This design comes from an exercise in tuning for small area, a short achievable clock period and few clock cycles per item on the open sky130 flow, not from production work.
The RTL was checked by simulation tests, not by an equivalence proof against the original design.
Power and IR drop assume default switching activity.

==> design.v <==
`default_nettype none
package cpu_pkg;
    typedef logic [32-1:0] word_t;
    typedef logic [12-1:0] addr_t;
    typedef logic [4-1:0] reg_idx_t;
    typedef enum logic [3:0] {
        op_nop = 4'd0,
        op_ld  = 4'd1,
        op_str = 4'd2,
        op_bra = 4'd3,
        op_xor = 4'd4,
        op_add = 4'd5,
        op_rot = 4'd6,
        op_shf = 4'd7,
        op_hlt = 4'd8,
        op_cmp = 4'd9
    } opcode_e;
    typedef enum logic [3:0] {
        cond_always   = 4'd0,
        cond_parity   = 4'd1,
        cond_even     = 4'd2,
        cond_carry    = 4'd3,
        cond_negative = 4'd4,
        cond_zero     = 4'd5,
        cond_no_carry = 4'd6,
        cond_positive = 4'd7
    } cond_e;
    typedef enum logic [2:0] {
        st_restart,
        st_fetch,
        st_decode,
        st_execute,
        st_memory,
        st_writeback,
        st_halted
    } stage_e;
    typedef struct packed {
        opcode_e opcode;
        cond_e   cond;      
        addr_t   addr_hi;   
        addr_t   addr_lo;   
    } instr_t;
    typedef struct packed {
        logic  en;
        logic  write;
        addr_t addr;
        word_t wdata;
    } mem_req_t;
    typedef struct packed {
        logic zero;
        logic negative;
        logic even;
        logic parity;
        logic carry;
    } flags_t;
    function automatic logic is_alu_op(opcode_e op);
        logic alu;
        case (op)
            4'd4, 4'd5, 4'd6, 4'd7, 4'd9: alu = 1'b1;   
            default: alu = 1'b0;
        endcase
        is_alu_op = alu;
    endfunction
endpackage
`default_nettype wire
`default_nettype none
module cpu_regfile (
    input  wire logic              clk,
    input  wire logic              wr_en,
    input  wire cpu_pkg::reg_idx_t wr_idx,
    input  wire cpu_pkg::word_t    wr_data,
    input  wire cpu_pkg::reg_idx_t rd_idx_a,
    input  wire cpu_pkg::reg_idx_t rd_idx_b,
    output cpu_pkg::word_t         rd_data_a,
    output cpu_pkg::word_t         rd_data_b
);
    cpu_pkg::word_t regs [16];
    always_ff @(posedge clk)
    begin
        if (wr_en)
        begin
            regs[wr_idx] <= wr_data;
        end
    end
    assign rd_data_a = regs[rd_idx_a];
    assign rd_data_b = regs[rd_idx_b];
endmodule
`default_nettype wire
`default_nettype none
module cpu_alu (
    input  wire logic             clk,
    input  wire logic             reset,
    input  wire logic             exec_strobe,
    input  wire cpu_pkg::opcode_e opcode,
    input  wire cpu_pkg::word_t   op1,
    input  wire cpu_pkg::word_t   op2,
    output cpu_pkg::word_t        result,
    output logic                  carry
);
    logic [3:0]              amt;
    logic                    left;
    logic [32:0]    sum;
    logic [32:0]    shl;
    logic [2*32-1:0] rot_l;
    logic [2*32-1:0] rot_r;
    cpu_pkg::word_t          res_next;
    logic                    carry_next;
    always_comb
    begin
        amt   = op1[3:0];
        left  = op1[4];
        sum   = {1'b0, op1} + {1'b0, op2};
        shl   = {1'b0, op2} << amt;          
        rot_l = {op2, op2} << amt;
        rot_r = {op2, op2} >> amt;
        res_next   = '0;
        carry_next = 1'b0;
        case (opcode)
            cpu_pkg::op_xor: res_next = op1 ^ op2;
            cpu_pkg::op_add: {carry_next, res_next} = sum;
            cpu_pkg::op_cmp: res_next = ~op1 + 1'b1;
            cpu_pkg::op_rot: res_next = left ? rot_l[2*32-1:32]
                                             : rot_r[32-1:0];
            cpu_pkg::op_shf:
            begin
                if (left)
                begin
                    {carry_next, res_next} = shl;
                end
                else
                begin
                    res_next = op2 >> amt;   
                end
            end
            default: ;
        endcase
    end
    always_ff @(posedge clk)
    begin
        if (reset)
        begin
            result <= '0;
            carry  <= 1'b0;
        end
        else if (exec_strobe && cpu_pkg::is_alu_op(opcode))
        begin
            result <= res_next;
            carry  <= carry_next;
        end
    end
endmodule
`default_nettype wire
`default_nettype none
module cpu_status (
    input  wire cpu_pkg::word_t result,
    input  wire logic           carry,
    input  wire cpu_pkg::cond_e cond,
    output cpu_pkg::flags_t     flags,
    output logic                branch_taken
);
    always_comb
    begin
        flags.zero     = (result == '0);
        flags.negative = result[32-1];
        flags.even     = ~result[0];
        flags.parity   = ^result;               
        flags.carry    = carry;
    end
    always_comb
    begin
        case (cond)
            cpu_pkg::cond_always:   branch_taken = 1'b1;
            cpu_pkg::cond_parity:   branch_taken = flags.parity;
            cpu_pkg::cond_even:     branch_taken = flags.even;
            cpu_pkg::cond_carry:    branch_taken = flags.carry;
            cpu_pkg::cond_negative: branch_taken = flags.negative;
            cpu_pkg::cond_zero:     branch_taken = flags.zero;
            cpu_pkg::cond_no_carry: branch_taken = ~flags.carry;
            cpu_pkg::cond_positive: branch_taken = ~(flags.negative | flags.zero);
            default:                branch_taken = 1'b0;
        endcase
    end
endmodule
`default_nettype wire
`default_nettype none
module cpu_control (
    input  wire logic              clk,
    input  wire logic              reset,
    input  wire cpu_pkg::word_t    rdata,
    output cpu_pkg::mem_req_t      mem_req,
    output cpu_pkg::reg_idx_t      rd_idx_a,
    output cpu_pkg::reg_idx_t      rd_idx_b,
    input  wire cpu_pkg::word_t    rd_data_a,
    input  wire cpu_pkg::word_t    rd_data_b,
    output logic                   wr_en,
    output cpu_pkg::reg_idx_t      wr_idx,
    output cpu_pkg::word_t         wr_data,
    output cpu_pkg::word_t         op1,
    output cpu_pkg::word_t         op2,
    output cpu_pkg::opcode_e       opcode,
    output logic                   exec_strobe,
    input  wire cpu_pkg::word_t    alu_result,
    output cpu_pkg::cond_e         cond,
    input  wire logic              branch_taken
);
    cpu_pkg::stage_e stage;
    cpu_pkg::addr_t  pc;
    cpu_pkg::instr_t ir;
    cpu_pkg::addr_t  next_pc;
    logic            req_en;
    logic            req_write;
    cpu_pkg::addr_t  req_addr;
    cpu_pkg::word_t  req_wdata;
    assign opcode      = ir.opcode;
    assign cond        = ir.cond;
    assign rd_idx_a    = ir.addr_hi[4-1:0];   
    assign rd_idx_b    = ir.addr_lo[4-1:0];   
    assign exec_strobe = (stage == cpu_pkg::st_execute);
    assign next_pc = (ir.opcode == cpu_pkg::op_bra && branch_taken) ? ir.addr_hi
                                                                    : pc + 1'b1;
    assign wr_en   = (stage == cpu_pkg::st_writeback) &&
                     (ir.opcode == cpu_pkg::op_ld || cpu_pkg::is_alu_op(ir.opcode));
    assign wr_idx  = ir.addr_lo[4-1:0];
    assign wr_data = (ir.opcode == cpu_pkg::op_ld) ? rdata : alu_result;
    assign mem_req = {req_en, req_write, req_addr, req_wdata};   
    always_ff @(posedge clk)
    begin
        if (reset)
        begin
            stage     <= cpu_pkg::st_restart;
            pc        <= cpu_pkg::addr_t'(3);
            ir        <= '0;                       
            req_en    <= 1'b0;
            req_write <= 1'b0;
        end
        else
        begin
            case (stage)
                cpu_pkg::st_restart:
                begin
                    req_en    <= 1'b1;             
                    req_write <= 1'b0;
                    stage     <= cpu_pkg::st_writeback;
                end
                cpu_pkg::st_fetch:
                begin
                    ir    <= cpu_pkg::instr_t'(rdata);
                    stage <= cpu_pkg::st_decode;
                end
                cpu_pkg::st_decode:
                begin
                    stage <= cpu_pkg::st_execute;
                end
                cpu_pkg::st_execute:
                begin
                    req_en    <= (ir.opcode == cpu_pkg::op_ld) ||
                                 (ir.opcode == cpu_pkg::op_str);
                    req_write <= (ir.opcode == cpu_pkg::op_str);
                    stage     <= (ir.opcode == cpu_pkg::op_hlt) ? cpu_pkg::st_halted
                                                                : cpu_pkg::st_memory;
                end
                cpu_pkg::st_memory:
                begin
                    pc        <= next_pc;
                    req_en    <= 1'b1;
                    req_write <= 1'b0;
                    stage     <= cpu_pkg::st_writeback;
                end
                cpu_pkg::st_writeback:
                begin
                    req_en <= 1'b0;
                    stage  <= cpu_pkg::st_fetch;
                end
                cpu_pkg::st_halted:
                begin
                    stage <= cpu_pkg::st_halted;   
                end
                default:
                begin
                    stage <= cpu_pkg::st_restart;
                end
            endcase
        end
    end
    always_ff @(posedge clk)
    begin
        if (stage == cpu_pkg::st_decode)
        begin
            op1 <= ir.cond[3] ? {{(32-12){1'b0}}, ir.addr_hi} : rd_data_a;
            op2 <= ir.cond[2] ? '0 : rd_data_b;
        end
        case (stage)
            cpu_pkg::st_restart: req_addr <= pc;
            cpu_pkg::st_memory:  req_addr <= next_pc;
            cpu_pkg::st_execute:
            begin
                req_addr  <= (ir.opcode == cpu_pkg::op_str) ? ir.addr_lo : ir.addr_hi;
                req_wdata <= op1;                   
            end
            default: ;
        endcase
    end
endmodule
`default_nettype wire
`default_nettype none
module cpu_top (
    input  wire logic              clk,
    input  wire logic              reset,
    input  wire cpu_pkg::word_t    rdata,
    output cpu_pkg::mem_req_t      mem_req
);
    cpu_pkg::reg_idx_t rd_idx_a;
    cpu_pkg::reg_idx_t rd_idx_b;
    cpu_pkg::word_t    rd_data_a;
    cpu_pkg::word_t    rd_data_b;
    logic              wr_en;
    cpu_pkg::reg_idx_t wr_idx;
    cpu_pkg::word_t    wr_data;
    cpu_pkg::word_t    op1;
    cpu_pkg::word_t    op2;
    cpu_pkg::opcode_e  opcode;
    logic              exec_strobe;
    cpu_pkg::word_t    alu_result;
    logic              alu_carry;
    cpu_pkg::cond_e    cond;
    logic              branch_taken;
    cpu_control i_cpu_control (
        .clk          (clk),
        .reset        (reset),
        .rdata        (rdata),
        .mem_req      (mem_req),
        .rd_idx_a     (rd_idx_a),
        .rd_idx_b     (rd_idx_b),
        .rd_data_a    (rd_data_a),
        .rd_data_b    (rd_data_b),
        .wr_en        (wr_en),
        .wr_idx       (wr_idx),
        .wr_data      (wr_data),
        .op1          (op1),
        .op2          (op2),
        .opcode       (opcode),
        .exec_strobe  (exec_strobe),
        .alu_result   (alu_result),
        .cond         (cond),
        .branch_taken (branch_taken)
    );
    cpu_regfile i_cpu_regfile (
        .clk       (clk),
        .wr_en     (wr_en),
        .wr_idx    (wr_idx),
        .wr_data   (wr_data),
        .rd_idx_a  (rd_idx_a),
        .rd_idx_b  (rd_idx_b),
        .rd_data_a (rd_data_a),
        .rd_data_b (rd_data_b)
    );
    cpu_alu i_cpu_alu (
        .clk         (clk),
        .reset       (reset),
        .exec_strobe (exec_strobe),
        .opcode      (opcode),
        .op1         (op1),
        .op2         (op2),
        .result      (alu_result),
        .carry       (alu_carry)
    );
    cpu_status i_cpu_status (
        .result       (alu_result),
        .carry        (alu_carry),
        .cond         (cond),
        .flags        (),               
        .branch_taken (branch_taken)
    );
endmodule
`default_nettype wire
==> run.sh <==
#!/bin/bash
# synth_recipe.tcl (not shown) runs the flow's synth.tcl, then flattens the netlist and writes it again
# the make line also repeats each setting of config.mk as NAME=value (left out here)
make -C /OpenROAD-flow-scripts/flow DESIGN_CONFIG=/design/flow/config.mk WORK_HOME=/design/flow/orfs CLKGATE_MAP_FILE= SYNTH_SCRIPT=/design/flow/synth_recipe.tcl finish
==> config.mk <==
export PLATFORM = sky130hd
export DESIGN_NAME = cpu_top
export DESIGN_NICKNAME = cpu_top
export VERILOG_FILES = /design/flow/design.v
export SDC_FILE = /design/flow/constraint.sdc
export NUM_CORES = 4
export LEC_CHECK = 0
export CAP_MARGIN = 20
export CORE_MARGIN = 2
export CORE_UTILIZATION = 40
export SLEW_MARGIN = 20
==> constraint.sdc <==
create_clock -name core_clock -period 10.0 [get_ports {clk}]
set_input_delay 2.0000 -clock core_clock [delete_from_list [all_inputs] [get_ports {clk}]]
set_output_delay 2.0000 -clock core_clock [all_outputs]
set_load 0.01 [all_outputs]
==> run summary <==
-- cell usage in the layout, fill, tap and decap left out, types with 51 or more instances in the layout --
cell type,count
nand2_1,216
edfxtp_1,620
ha_1,51
buf_4,77
clkdlybuf4s50_1,78
mux2i_1,98
a21oi_1,133
o21ai_0,112
inv_1,53
dfxtp_1,76
mux4_2,335
nor2b_1,61
nor2_1,107
mux2_2,51
clkbuf_16,82
-- Yosys cell counts (all sizes together), types with 8 or more instances --
cell	number	area (um2)
edfxtp	620	18600
mux4	335	7540
nand2	216	811
clkbuf	134	503
a21oi	133	666
o21ai	126	631
nor2	119	447
mux2i	98	981
dfxtp	86	1720
buf	63	292
nor2b	62	388
inv	54	203
ha	51	638
mux2	51	574
xnor2	49	429
nor3	37	201
a221oi	26	240
nand3	26	135
a211oi	24	180
xor2	24	210
nand2b	21	131
a31oi	20	125
a21o	18	135
and3	18	113
o211ai	18	135
a211o	17	149
nand4	14	87.6
nor4	8	86.3
-- worst min-delay path, delay by kind of cell, from the launching register on --
family | cells | cell delay (ns)
AOI/OAI and AO/OA | 1 | 0.05
and+or+nand+nor | 1 | 0.05
DFF | 1 | 0.31
-- sequential cells by signal, summed over array words and instances (netlist names), named ones only --
register,cells
i_cpu_control.op1,32
i_cpu_control.req_en,1
i_cpu_control.req_addr,12
i_cpu_control.op2,32
i_cpu_regfile.regs,512
i_cpu_control.ir,32
i_cpu_control.req_write,1
i_cpu_alu.carry,1
i_cpu_alu.result,32
i_cpu_control.pc,12
i_cpu_control.req_wdata,32
i_cpu_control.stage,3
-- power by group --
part	leakage [nW]	switching [mW]	total (mW)	internal [mW]
combinational	6.11	0.579	1.00	0.423
sequential	6.60	0.119	3.39	3.27
clock	1.27	1.23	2.92	1.70
-- worst max path at each step --
stage	from	endpoint	slack (ns)	depth (start not counted)
4_1_cts	i_cpu_control.op1[1]$_DFFE_PP_	i_cpu_alu.carry$_SDFFE_PP0P_	5.42	10
2_1_floorplan	i_cpu_control.ir[2]$_SDFFE_PP0P_	i_cpu_regfile.regs[4][0]$_DFFE_PP_	5.73	5
6_report	i_cpu_control.op1[1]$_DFFE_PP_	i_cpu_alu.carry$_SDFFE_PP0P_	5.37	10
3_5_place_dp	i_cpu_control.op1[1]$_DFFE_PP_	i_cpu_alu.carry$_SDFFE_PP0P_	5.44	10
5_1_grt	i_cpu_control.op1[1]$_DFFE_PP_	i_cpu_alu.result[30]$_SDFFE_PP0P_	5.29	10
3_3_place_gp	i_cpu_control.op1[1]$_DFFE_PP_	i_cpu_alu.result[26]$_SDFFE_PP0P_	5.46	10
-- final cells by class --
class	instances	share of cell area (%)
Timing Repair Buffer	157	3.25
Tap cell	1254	3.69
Multi-Input combinational cell	1652	38.6
Inverter	55	0.485
Sequential cell	706	47.9
Antenna cell	1	0.00588
Clock buffer	94	4.95
Clock inverter	50	1.13
-- metal layers --
metal / vias to the layer above / global-route usage, %
met5: - / 0
met1: 13200 / 36.1
met2: 1326 / 41.5
li1: 10600 / -
met3: 251 / 4.54
met4: 2 / 8.85
-- logic make-up (layout without fill, tap and decap cells) --
logic type                 Yosys count  count (layout)  synth area share [%]
xor gates and xnor gates            73              73                  1.70
adders and majority gates           52              52                  1.75
muxes                              484             484                  24.2
and+or+nand+nor                    559             559                  7.18
other                                0               1                     0
buffers and inverters              252             356                  2.66
DFF                                706             706                  54.1
AOI/OAI and AO/OA                  484             484                  8.37
==> results_dict.tcl <==
set metrics [dict create \
    die_h_um 311 \
    ys.warnings.count 4 \
    place_area_mm2 0.0399 \
    drt_pre_antenna_iters 6 \
    layout_min_cycle_time_ns 4.63 \
    async_flop_share_pct 0 \
    clockRootBuffer "clkbuf_16" \
    fin_area_mm2 0.0425 \
    final.period_utilization_pct 46.3 \
    cap_violations 0 \
    drv_slew 0 \
    postSynthCellCount 2610 \
    ys_ff_latch 706 \
    syn_area_mm2 0.0376 \
    grt_max_degree 110 \
    fillers 8160 \
    slowest_stage "o311ai_0" \
    finClkSkew_ns 0.0387 \
    via_per_inst 6.37 \
    tightestPinTransition_ns 1.18 \
    area_growth_pct 13.2 \
    cts_resized 0 \
    tns_ns 0 \
    fin_nets 2738 \
    max_stage_delay_ns 0.88 \
    routabilityCongestion 1.00 \
    worstPathMaxFanout 68 \
    htreeDepth 3 \
    met1_length_um 51000 \
    die_w_um 311 \
    reg2reg_to "i_cpu_alu.carry$_SDFFE_PP0P_" \
    wl_per_cell_um 31.9 \
    instances_no_fill 3969 \
    route.detailed.drc 0 \
    fin_ws_ns 5.37 \
    grt_overflow 0 \
    grtUsageTotal_pct 26.0 \
    cts_setup_buffers 0 \
    clock_sinks 706 \
    drt_iter0_drc 3042 \
    route.top_layer_used "met5" \
    placed_cells 3824 \
    holdPathEnd "i_cpu_control.ir[4]$_SDFFE_PP0P_" \
    timing.fmax_mhz 216 \
    antenna_found_initial 4 \
    drt-total-wl_um 127000 \
    grt_pass1_wl_um 183000 \
    numPortBuffers 79 \
    utilization_pct 45.6 \
    rsz0062_at_grt "false" \
    core_region_area_mm2 0.0932 \
    synth_edf_count 620 \
    hold_depth 2 \
    route.met3.wl_um 11100 \
    synth_flop_cell "edfxtp_1" \
    place_worst_setup_slack_ns 5.44 \
    end_kind "flop" \
    arrival_ns 5.16 \
    dp_hpwl_um 85400 \
    synth_area_per_cell_um2 14.4 \
    path_clk_slew_ns 0.07 \
    total_power_mw 7.31 \
    r2r-start "i_cpu_control.op1[1]$_DFFE_PP_" \
    die_area_mm2 0.0964 \
    status "complete, no violations" \
    startpoint_type "flop" \
    setup_viol 0 \
    std_cell_rows 112 \
    yosysSeqAreaShare_pct 54.1 \
    ir_worst_vdd_uv 121 \
    r2r_cells 10 \
    cts_hold_buf 0 \
    power_density_mw_per_mm2 172 \
    path_buf_inv 1 \
    clock_path_buffers 3 \
    r2r_slack_ns 5.37 \
    synth_fp_nets 2696 \
    crit_chain "buf_4 -> fa_1 -> a21o_1 -> a221oi_2 -> nor3_1 -> o311ai_0 -> o211ai_1 -> a31oi_1 -> o2111ai_1 -> and2_1" \
    ant_nets 0 \
    vias 25300 \
    clk-insertion-delay-late_ns 0.65 \
    crit_family "compound AO/OA/AOI/OAI gates" \
    start_util_pct 40.3 \
    path_class "reg -> reg" \
    seq_area_mm2 0.0204 \
    yosysUniqueCellTypes 84 \
    cts_buffers 80 \
    hp-start "i_cpu_control.ir[4]$_SDFFE_PP0P_" \
    cts_tree "built" \
    finalHoldViolCount 0 \
    holdCritPathClass "reg -> reg" \
    wl_met2_um 60300 \
    grt_pass1_vias 25300 \
    worstPathRequired_ns 10.52 \
    drive_above_1_share_pct 24.0 \
    multi_input_area_mm2 0.0164 \
    p_leak_nw 14.0 \
    io_pins 80 \
    whs_ns 0.462 \
    maxSlewHeadroom_pct 20.3 \
]
Testbench counts, summed over its fixed seeds: cycles 128,503, instructions 25,803.

==> port drivers added, routing unchanged <==
Ports are ideal in the flow. The routed layout listed here was re-timed in OpenROAD.
Step 1 (the two cells are an assumption about what drives the block):
set clk [get_ports {clk}]
set_driving_cell -lib_cell sky130_fd_sc_hd__clkbuf_16 $clk
set_driving_cell -lib_cell sky130_fd_sc_hd__buf_2 [delete_from_list [all_inputs] $clk]
Step 2 also shifts input and output timing later by t, the mid clock arrival at the registers, as if the neighbouring blocks saw the same clock.
Three values: no drivers, after step 1, after step 2; two values: the first two.
t, ns: 0.695
setup slack, ns: 5.367 / 5.367 / 5.367
worst setup path after step 2: register to register
slew at the worst register clock pin (ns): 0.07 / 0.07
After both steps this run still meets setup and hold. The setup slack of this run moves by 0.000 ns with the drivers and by 0.000 ns with both steps.
